Source: an optimization exercise on an open RTL-to-GDS flow (aim: small area, a short achievable clock period and few clock cycles per item). Production flows keep margins and buffers that such runs may drop.
Function was checked by simulation only, so behaviour that the tests miss may differ from the original.
Power and IR drop assume default switching activity.

==> design.v <==
package tlbpt_pkg;
  localparam int unsigned ADDR_W     = 16;
  localparam int unsigned CNT_W      = 32;
  localparam int unsigned IN_DATA_W  = 16;
  localparam int unsigned OUT_DATA_W = 120;
  localparam int unsigned OUT_HIT_BIT   = 16;
  localparam int unsigned OUT_FAULT_BIT = 17;
  localparam int unsigned OUT_HTOT_LSB  = 18;
  localparam int unsigned OUT_MTOT_LSB  = 50;
  localparam int unsigned OUT_FTOT_LSB  = 82;
  localparam int unsigned OUT_USED_W    = 114;
  typedef enum logic [4:0] {
    ST_CLEAR   = 5'b00001,
    ST_IDLE    = 5'b00010,
    ST_PAGE    = 5'b00100,
    ST_LOOK    = 5'b01000,
    ST_RESOLVE = 5'b10000
  } state_t;
  typedef struct packed {
    logic clear;    
    logic load;     
    logic calc;     
    logic look;     
    logic commit;   
  } cmd_t;
  typedef struct packed {
    logic clear_last;   
    logic out_full;     
  } sts_t;
endpackage
module tlbpt_ctrl (
  input  logic            clk,
  input  logic            rst_n,
  input  logic            in_tvalid,
  output logic            in_tready,
  input  tlbpt_pkg::sts_t sts,
  output tlbpt_pkg::cmd_t cmd
);
  tlbpt_pkg::state_t state_r;
  tlbpt_pkg::state_t state_nxt;
  always_comb begin
    state_nxt = state_r;
    case (state_r)
      tlbpt_pkg::ST_CLEAR: begin
        if (sts.clear_last) begin
          state_nxt = tlbpt_pkg::ST_IDLE;
        end
      end
      tlbpt_pkg::ST_IDLE: begin
        if (in_tvalid) begin
          state_nxt = tlbpt_pkg::ST_PAGE;
        end
      end
      tlbpt_pkg::ST_PAGE: begin
        state_nxt = tlbpt_pkg::ST_LOOK;
      end
      tlbpt_pkg::ST_LOOK: begin
        state_nxt = tlbpt_pkg::ST_RESOLVE;
      end
      tlbpt_pkg::ST_RESOLVE: begin
        if (!sts.out_full) begin
          state_nxt = tlbpt_pkg::ST_IDLE;
        end
      end
      default: begin
        state_nxt = tlbpt_pkg::ST_CLEAR;
      end
    endcase
  end
  always_ff @(posedge clk) begin
    if (!rst_n) begin
      state_r <= tlbpt_pkg::ST_CLEAR;
    end else begin
      state_r <= state_nxt;
    end
  end
  assign in_tready  = (state_r == tlbpt_pkg::ST_IDLE);
  assign cmd.clear  = (state_r == tlbpt_pkg::ST_CLEAR);
  assign cmd.load   = in_tready && in_tvalid;
  assign cmd.calc   = (state_r == tlbpt_pkg::ST_PAGE);
  assign cmd.look   = (state_r == tlbpt_pkg::ST_LOOK);
  assign cmd.commit = (state_r == tlbpt_pkg::ST_RESOLVE) && !sts.out_full;
endmodule
module tlbpt_datapath #(
  parameter int unsigned TLB_ENTRIES = 16,
  parameter int unsigned PAGE_COUNT  = 256,
  parameter int unsigned FRAME_COUNT = 256,
  parameter int unsigned OFFSET_BITS = 8
) (
  input  logic                               clk,
  input  logic                               rst_n,
  input  tlbpt_pkg::cmd_t                    cmd,
  output tlbpt_pkg::sts_t                    sts,
  input  logic [tlbpt_pkg::IN_DATA_W-1:0]    in_tdata,
  output logic                               out_tvalid,
  input  logic                               out_tready,
  output logic [tlbpt_pkg::OUT_DATA_W-1:0]   out_tdata
);
  localparam int unsigned TLB_W   = (TLB_ENTRIES > 1) ? $clog2(TLB_ENTRIES) : 1;
  localparam int unsigned FILL_W  = $clog2(TLB_ENTRIES + 1);
  localparam int unsigned PAGE_W  = $clog2(PAGE_COUNT);
  localparam int unsigned FRAME_W = $clog2(FRAME_COUNT);
  localparam int unsigned RAW_W   = (OFFSET_BITS >= tlbpt_pkg::ADDR_W) ? 1
                                    : tlbpt_pkg::ADDR_W - OFFSET_BITS;
  localparam int unsigned DIV_S   = RAW_W + PAGE_W;
  localparam int unsigned DIV_M   = (1 << DIV_S) / PAGE_COUNT;
  localparam int unsigned M_W     = RAW_W + 1;
  localparam int unsigned PROD_W  = RAW_W + M_W;
  localparam int unsigned REM_W   = RAW_W + PAGE_W + 1;
  localparam int unsigned PHYS_W  = FRAME_W + OFFSET_BITS;
  localparam logic [M_W-1:0]     RECIP      = M_W'(DIV_M);
  localparam logic [REM_W-1:0]   PAGES      = REM_W'(PAGE_COUNT);
  localparam logic [PAGE_W-1:0]  PAGE_LAST  = PAGE_W'(PAGE_COUNT - 1);
  localparam logic [FRAME_W-1:0] FRAME_LAST = FRAME_W'(FRAME_COUNT - 1);
  localparam logic [TLB_W-1:0]   SLOT_LAST  = TLB_W'(TLB_ENTRIES - 1);
  localparam logic [FILL_W-1:0]  FILL_FULL  = FILL_W'(TLB_ENTRIES);
  logic [tlbpt_pkg::IN_DATA_W-1:0] va_r;
  logic [RAW_W-1:0]                raw_r;
  logic [PROD_W-1:0]               prod_r;
  logic [PAGE_W-1:0]               page_r;
  logic [RAW_W-1:0]                raw_in;
  logic [RAW_W-1:0]                quot;
  logic [REM_W-1:0]                rem;
  logic [REM_W-1:0]                rem_fix;
  logic [PAGE_W-1:0]               page_nxt;
  assign raw_in  = RAW_W'(in_tdata >> OFFSET_BITS);
  assign quot    = RAW_W'(prod_r >> DIV_S);
  assign rem     = REM_W'(raw_r) - REM_W'(REM_W'(quot) * PAGES);
  assign rem_fix = (rem >= PAGES) ? rem - PAGES : rem;
  assign page_nxt = PAGE_W'(rem_fix);
  always_ff @(posedge clk) begin
    if (cmd.load) begin
      va_r   <= in_tdata;
      raw_r  <= raw_in;
      prod_r <= PROD_W'(raw_in) * PROD_W'(RECIP);
    end
    if (cmd.calc) begin
      page_r <= page_nxt;
    end
  end
  logic [PAGE_W-1:0]      tag_r   [TLB_ENTRIES];
  logic [FRAME_W-1:0]     frame_r [TLB_ENTRIES];
  logic [TLB_ENTRIES-1:0] match_r;
  logic [TLB_ENTRIES-1:0] match_nxt;
  logic [FILL_W-1:0]      fill_r;
  logic [FILL_W-1:0]      fill_nxt;
  logic [TLB_W-1:0]       oldest_r;
  logic [TLB_W-1:0]       oldest_nxt;
  logic [TLB_W-1:0]       slot;
  logic [FRAME_W-1:0]     tlb_frame;
  logic                   hit;
  always_comb begin
    for (int i = 0; i < TLB_ENTRIES; i++) begin
      match_nxt[i] = (FILL_W'(i) < fill_r) && (tag_r[i] == page_r);
    end
  end
  always_comb begin
    tlb_frame = '0;
    for (int i = 0; i < TLB_ENTRIES; i++) begin
      tlb_frame = tlb_frame | (match_r[i] ? frame_r[i] : '0);
    end
  end
  assign hit = |match_r;
  always_comb begin
    fill_nxt   = fill_r;
    oldest_nxt = oldest_r;
    if (fill_r < FILL_FULL) begin
      slot     = fill_r[TLB_W-1:0];
      fill_nxt = fill_r + FILL_W'(1);
    end else begin
      slot       = oldest_r;
      oldest_nxt = (oldest_r == SLOT_LAST) ? '0 : oldest_r + TLB_W'(1);
    end
  end
  logic [FRAME_W:0]       pt_mem [PAGE_COUNT];
  logic [FRAME_W:0]       pt_rd_r;
  logic [PAGE_W-1:0]      clr_addr_r;
  logic [FRAME_W-1:0]     free_r;
  logic [FRAME_W-1:0]     free_nxt;
  logic                   fault;
  logic [FRAME_W-1:0]     frame_sel;
  logic                   pt_we;
  logic [PAGE_W-1:0]      pt_waddr;
  logic [FRAME_W:0]       pt_wdata;
  assign fault     = !hit && !pt_rd_r[FRAME_W];
  assign frame_sel = hit ? tlb_frame : (fault ? free_r : pt_rd_r[FRAME_W-1:0]);
  assign free_nxt  = (free_r == FRAME_LAST) ? '0 : free_r + FRAME_W'(1);
  assign pt_we    = cmd.clear || (cmd.commit && fault);
  assign pt_waddr = cmd.clear ? clr_addr_r : page_r;
  assign pt_wdata = cmd.clear ? '0 : {1'b1, free_r};
  always_ff @(posedge clk) begin
    if (pt_we) begin
      pt_mem[pt_waddr] <= pt_wdata;
    end
    if (cmd.look) begin
      pt_rd_r <= pt_mem[page_r];
      match_r <= match_nxt;
    end
    if (cmd.commit && !hit) begin
      tag_r[slot]   <= page_r;
      frame_r[slot] <= frame_sel;
    end
  end
  logic [tlbpt_pkg::CNT_W-1:0] hit_cnt_r;
  logic [tlbpt_pkg::CNT_W-1:0] miss_cnt_r;
  logic [tlbpt_pkg::CNT_W-1:0] fault_cnt_r;
  logic [tlbpt_pkg::CNT_W-1:0] hit_cnt_nxt;
  logic [tlbpt_pkg::CNT_W-1:0] miss_cnt_nxt;
  logic [tlbpt_pkg::CNT_W-1:0] fault_cnt_nxt;
  logic [PHYS_W-1:0]           phys_wide;
  logic                        out_valid_r;
  logic [tlbpt_pkg::OUT_DATA_W-1:0] out_data_r;
  always_comb begin
    hit_cnt_nxt   = hit_cnt_r;
    miss_cnt_nxt  = miss_cnt_r;
    fault_cnt_nxt = fault_cnt_r;
    if (hit) begin
      if (hit_cnt_r != '1) begin
        hit_cnt_nxt = hit_cnt_r + tlbpt_pkg::CNT_W'(1);
      end
    end else begin
      if (miss_cnt_r != '1) begin
        miss_cnt_nxt = miss_cnt_r + tlbpt_pkg::CNT_W'(1);
      end
      if (fault && (fault_cnt_r != '1)) begin
        fault_cnt_nxt = fault_cnt_r + tlbpt_pkg::CNT_W'(1);
      end
    end
  end
  assign phys_wide = {frame_sel, va_r[OFFSET_BITS-1:0]};
  always_ff @(posedge clk) begin
    if (!rst_n) begin
      clr_addr_r  <= '0;
      fill_r      <= '0;
      oldest_r    <= '0;
      free_r      <= '0;
      hit_cnt_r   <= '0;
      miss_cnt_r  <= '0;
      fault_cnt_r <= '0;
      out_valid_r <= 1'b0;
    end else begin
      if (cmd.clear) begin
        clr_addr_r <= clr_addr_r + PAGE_W'(1);
      end
      if (cmd.commit) begin
        hit_cnt_r   <= hit_cnt_nxt;
        miss_cnt_r  <= miss_cnt_nxt;
        fault_cnt_r <= fault_cnt_nxt;
        if (!hit) begin
          fill_r   <= fill_nxt;
          oldest_r <= oldest_nxt;
        end
        if (fault) begin
          free_r <= free_nxt;
        end
        out_valid_r <= 1'b1;
      end else if (out_tready) begin
        out_valid_r <= 1'b0;
      end
    end
  end
  always_ff @(posedge clk) begin
    if (cmd.commit) begin
      out_data_r <= {
        (tlbpt_pkg::OUT_DATA_W - tlbpt_pkg::OUT_USED_W)'(0),
        fault_cnt_nxt,
        miss_cnt_nxt,
        hit_cnt_nxt,
        fault,
        hit,
        tlbpt_pkg::ADDR_W'(phys_wide)
      };
    end
  end
  assign sts.clear_last = (clr_addr_r == PAGE_LAST);
  assign sts.out_full   = out_valid_r && !out_tready;
  assign out_tvalid     = out_valid_r;
  assign out_tdata      = out_data_r;
endmodule
module tlb_page_table_translator #(
  parameter int unsigned TLB_ENTRIES = 16,
  parameter int unsigned PAGE_COUNT  = 256,
  parameter int unsigned FRAME_COUNT = 256,
  parameter int unsigned OFFSET_BITS = 8
) (
  input  logic                             clk,
  input  logic                             rst_n,
  input  logic                             in_tvalid,
  output logic                             in_tready,
  input  logic [tlbpt_pkg::IN_DATA_W-1:0]  in_tdata,
  output logic                             out_tvalid,
  input  logic                             out_tready,
  output logic [tlbpt_pkg::OUT_DATA_W-1:0] out_tdata
);
  tlbpt_pkg::cmd_t cmd;
  tlbpt_pkg::sts_t sts;
  tlbpt_ctrl u_ctrl (
    .clk       (clk),
    .rst_n     (rst_n),
    .in_tvalid (in_tvalid),
    .in_tready (in_tready),
    .sts       (sts),
    .cmd       (cmd)
  );
  tlbpt_datapath #(
    .TLB_ENTRIES (TLB_ENTRIES),
    .PAGE_COUNT  (PAGE_COUNT),
    .FRAME_COUNT (FRAME_COUNT),
    .OFFSET_BITS (OFFSET_BITS)
  ) u_datapath (
    .clk        (clk),
    .rst_n      (rst_n),
    .cmd        (cmd),
    .sts        (sts),
    .in_tdata   (in_tdata),
    .out_tvalid (out_tvalid),
    .out_tready (out_tready),
    .out_tdata  (out_tdata)
  );
endmodule
==> run.sh <==
#!/bin/bash
# synth_recipe.tcl (not shown) runs the flow's synth.tcl, then flattens the netlist and writes it again
# the make line also repeats each setting of config.mk as NAME=value (left out here)
make -C /OpenROAD-flow-scripts/flow DESIGN_CONFIG=/design/flow/config.mk WORK_HOME=/design/flow/orfs CLKGATE_MAP_FILE= SYNTH_SCRIPT=/design/flow/synth_recipe.tcl finish
==> config.mk <==
export PLATFORM = sky130hd
export DESIGN_NAME = tlb_page_table_translator
export DESIGN_NICKNAME = tlb_page_table_translator
export VERILOG_FILES = /design/flow/design.v
export SDC_FILE = /design/flow/constraint.sdc
export NUM_CORES = 4
export LEC_CHECK = 0
export CAP_MARGIN = 20
export CORE_MARGIN = 2
export CORE_UTILIZATION = 40
export PLACE_DENSITY = 0.6
export SLEW_MARGIN = 20
==> constraint.sdc <==
create_clock -name core_clock -period 7.0 [get_ports {clk}]
set_input_delay 1.4000 -clock core_clock [delete_from_list [all_inputs] [get_ports {clk}]]
set_output_delay 1.4000 -clock core_clock [all_outputs]
set_load 0.01 [all_outputs]
==> impl_metrics.yaml <==
logic_synthesis:
  synth-edff-count: 2723
  synth-compound-area-share_pct: 4.20
  synth_most_common_cell: "edfxtp_1"
  syn_area_sq_mm: 0.112
  yosysTopAreaCell: "edfxtp_1"
  synthMuxAreaShare_pct: 12.0
  synth_top_cells_by_count: "2723 x edfxtp_1, 494 x mux4_2, 424 x nor2_1, 224 x mux2i_1, 189 x xnor2_1"
  ys_ff_latch: 2850
  synthFlopType: "edfxtp_1"
  synth_top_area_share_pct: 73.0
  async_reset_ff_share_pct: 0
  netlist-cell-type-count: 83
  yosys.area_share.simple_pct: 4.54
  avgSynthCellArea_sq_um: 18.8
  synth_top_family_by_area: "multiplexers"
  synthXorXnorAreaFrac_pct: 2.24
  ys_warn_count: 2
  synthTopCellsByArea: "edfxtp_1 73%, mux4_2 9.9%, dfxtp_1 2.3%"
  synth_adder_area_share_pct: 0.0782
  syn_inst: 5952
  synth_seq_area_share_pct: 75.3
grt:
  grt_max_degree: 149
  grt.overflow.total: 0
  antenna_found_initial: 5
  grt_pass1_vias: 57100
  grt_pass1_wl_microns: 415000
  grt.total_usage_pct: 19.8
drt:
  drtIter0Drc: 7036
  routed_via_density: 5.75
  vias: 58400
  antenna_left: 0
  wl_per_cell_microns: 28.3
  drtPass1Iterations: 5
  drc_errors: 0
  routed_wl_microns: 287000
sta:
  hold_viol_final: 0
  fmax_mhz: 212
  worst_slack_ps: 2280
  grt_setup_unrepaired: "no"
  drv_slew: 0
  worst_pin_slew_ps: 1210
  setup_viol: 0
  fin_tns_setup_ps: 0
  finalCritPeriodShare_pct: 67.5
  max-slew-margin-rel_pct: 19.1
  fin_worst_skew_ps: 70.3
  fin_crit_ps: 4720
clock_tree:
  cts.repair.resized: 0
  cts_max_level: 5
  cts_tree: "built"
  insertion_delay_ps: 940
  ctsLongestPathBuffers: 4
  cts_buffers: 307
  cts_num_sinks: 2850
  clkSlewWorstSetupHoldPaths_ps: 60
  cts_root_buf: "clkbuf_16"
  post_cts.repair.setup_buffers: 0
  ctsHoldBuffers: 0
power_and_ir_drop:
  peakVddDrop_mv: 0.264
  p_total_uw: 34000
  power_density_mw_per_mm2: 267
  leakagePower_uw: 0.0399
placement:
  routabilityCongestion: 0.858
  dp.cells: 9628
  post-place-ws_ps: 1390
  dp_hpwl_microns: 176000
  port_buffers: 135
worst_setup_path:
  crit_required_ps: 7540
  cp-end-kind: "flip-flop"
  crit_chain: "nor4_1 -> and4_1 -> inv_4 -> or3_1 -> o32ai_4 -> nand2_2 -> buf_4 -> nor2_1"
  worst-path-max-fanout: 13
  path_class: "reg -> reg"
  cp_slowest_stage_delay_ps: 740
  arrival_ps: 5260
  critPathLaunchType: "flip-flop"
  crit_slowest_cell: "nand2_2"
layout:
  final_nets: 6241
  post-route-util_pct: 45.7
  final_cells: 10200
  fillers: 23200
  syn_to_final_growth_pct: 13.8
  layout-drive-gt1-share_pct: 18.1
floorplan:
  fp.dieW_microns: 533
  fp.coreArea_sq_mm: 0.279
  rows: 194
  fp.dieH_microns: 533
  fp.dieArea_sq_mm: 0.284
  io-pin-count: 142
  initial_utilization_pct: 40.2
run:
  maxCapViolCount: 0
run_status:
  status: "finished clean"
worst_hold_path:
  hold_class: "reg -> reg"
==> report_power, final <==
part | switching [uW] | leakage (uW) | internal (uW) | total (uW)
logic | 128 | 0.00918 | 31.4 | 160
registers | 11.2 | 0.0261 | 18400 | 18400
clock network | 6480 | 0.00461 | 8940 | 15400
==> routing by layer <==
metal  track usage (%)  up-vias  share of wire (%)
met4              5.70        0                2.8
met5                 0        -                  0
met2              30.1     2750                 46
met1              29.3    30500                 43
met3              3.59      440                8.2
li1                  -    24700                  -
==> cells in the final DEF, fill, tap and decap left out, drive strengths merged, types with 81 or more instances in the layout <==
cell type and instances:
clkinv 123, o21ai 84, nor2 426, xnor2 189
edfxtp 2723, mux4 494, clkdlybuf4s50 135, nand3 81
a21oi 117, clkbuf 367, mux2i 224, a22oi 82
nor3 82, dfxtp 127, buf 162, xor2 97
nand2 157
==> layout make-up <==
class                   instances  area (sq um)  share of cell area, %
clock inverters               160          1350                   1.06
clock buffers                 367          8070                   6.33
repair buffers                297          2950                   2.32
well taps                    3724          4660                   3.66
inverters                      31           131                  0.103
flip-flops and latches       2850         84300                   66.2
multi-input cells            2727         26000                   20.4
diodes                          2          5.00                0.00393
==> through the flow <==
| stage | area (sq um) | hold WS [ps] |
|---|---|---|
| floorplan | 112000 | 400 |
| global placement | 118000 | 407 |
| detailed placement | 118000 | 412 |
| CTS | 127000 | 426 |
| global route | 127000 | 437 |
| finish | 127000 | 422 |
==> critical path, delay by kind of cell (launching register included) <==
| kind | cells | cell delay (ps) |
|---|---|---|
| buffers and inverters | 2 | 610 |
| flip-flops | 1 | 640 |
| AND/OR/NAND/NOR | 5 | 2670 |
| AO/OA/AOI/OAI | 1 | 390 |
==> final timing paths <==
check / from / endpoint / slack, ps / cells past startpoint
worst max-delay path: u_datapath.match_r[5] / u_datapath.pt_mem[65][7] / 2280 / 8
worst min-delay path: u_datapath.va_r[1] / u_datapath.out_data_r[1] / 420 / 0
worst max register to register: u_datapath.match_r[5] / u_datapath.pt_mem[65][7] / 2280 / 8
worst min register to register: u_datapath.va_r[1] / u_datapath.out_data_r[1] / 420 / 0
==> kinds of logic (layout without fill, tap and decap cells) <==
logic type / Yosys count / count (layout)
DFF: 2850 / 2850
AOI/OAI and AO/OA: 660 / 660
and+or+nand+nor: 1046 / 1046
xor gates and xnor gates: 286 / 286
muxes: 722 / 722
buffers and inverters: 380 / 855
adders and majority gates: 7 / 7
other: 1 / 8
==> flip-flops by register name, summed over array words and instances, names as in the netlist <==
| register | count |
|---|---|
| u_datapath.fault_cnt_r | 32 |
| u_datapath.oldest_r | 4 |
| u_datapath.out_valid_r | 1 |
| u_datapath.miss_cnt_r | 32 |
| u_datapath.frame_r | 128 |
| u_datapath.hit_cnt_r | 32 |
| u_datapath.pt_mem | 2304 |
| u_datapath.clr_addr_r | 8 |
| u_datapath.raw_r | 8 |
| u_datapath.fill_r | 5 |
| u_ctrl.state_r | 5 |
| u_datapath.pt_rd_r | 9 |
| u_datapath.free_r | 8 |
| u_datapath.va_r | 8 |
| u_datapath.page_r | 8 |
| u_datapath.out_data_r | 114 |
| u_datapath.tag_r | 128 |
| u_datapath.match_r | 16 |
Testbench counts, summed over its fixed seeds: cycles 50,056, items 12,000.

==> separate check: timing with driven ports <==
Ports are ideal in the flow. The routed layout listed here was re-timed in OpenROAD. Step 1, drivers: a clkbuf_16 drives clk and a buf_2 each remaining input, both assumed. Step 2 times the ports against the registers' clock, not the clock port: input delays grow and output delays shrink by t, the midpoint of the rising clock arrivals with the driver on. Three values: no drivers, after step 1, after step 2; two values: the first two.
t (ns): 1.004
setup WS [ns]: 2.276 / 2.276 / 1.425
latest minus earliest clock arrival (ns): 0.081 / 0.081
worst slew at a driven data input, ns: 0.11
After both steps setup and hold are still met in this run. For this run, drivers alone change the setup slack by 0.000 ns; drivers and shift together by -0.851 ns.
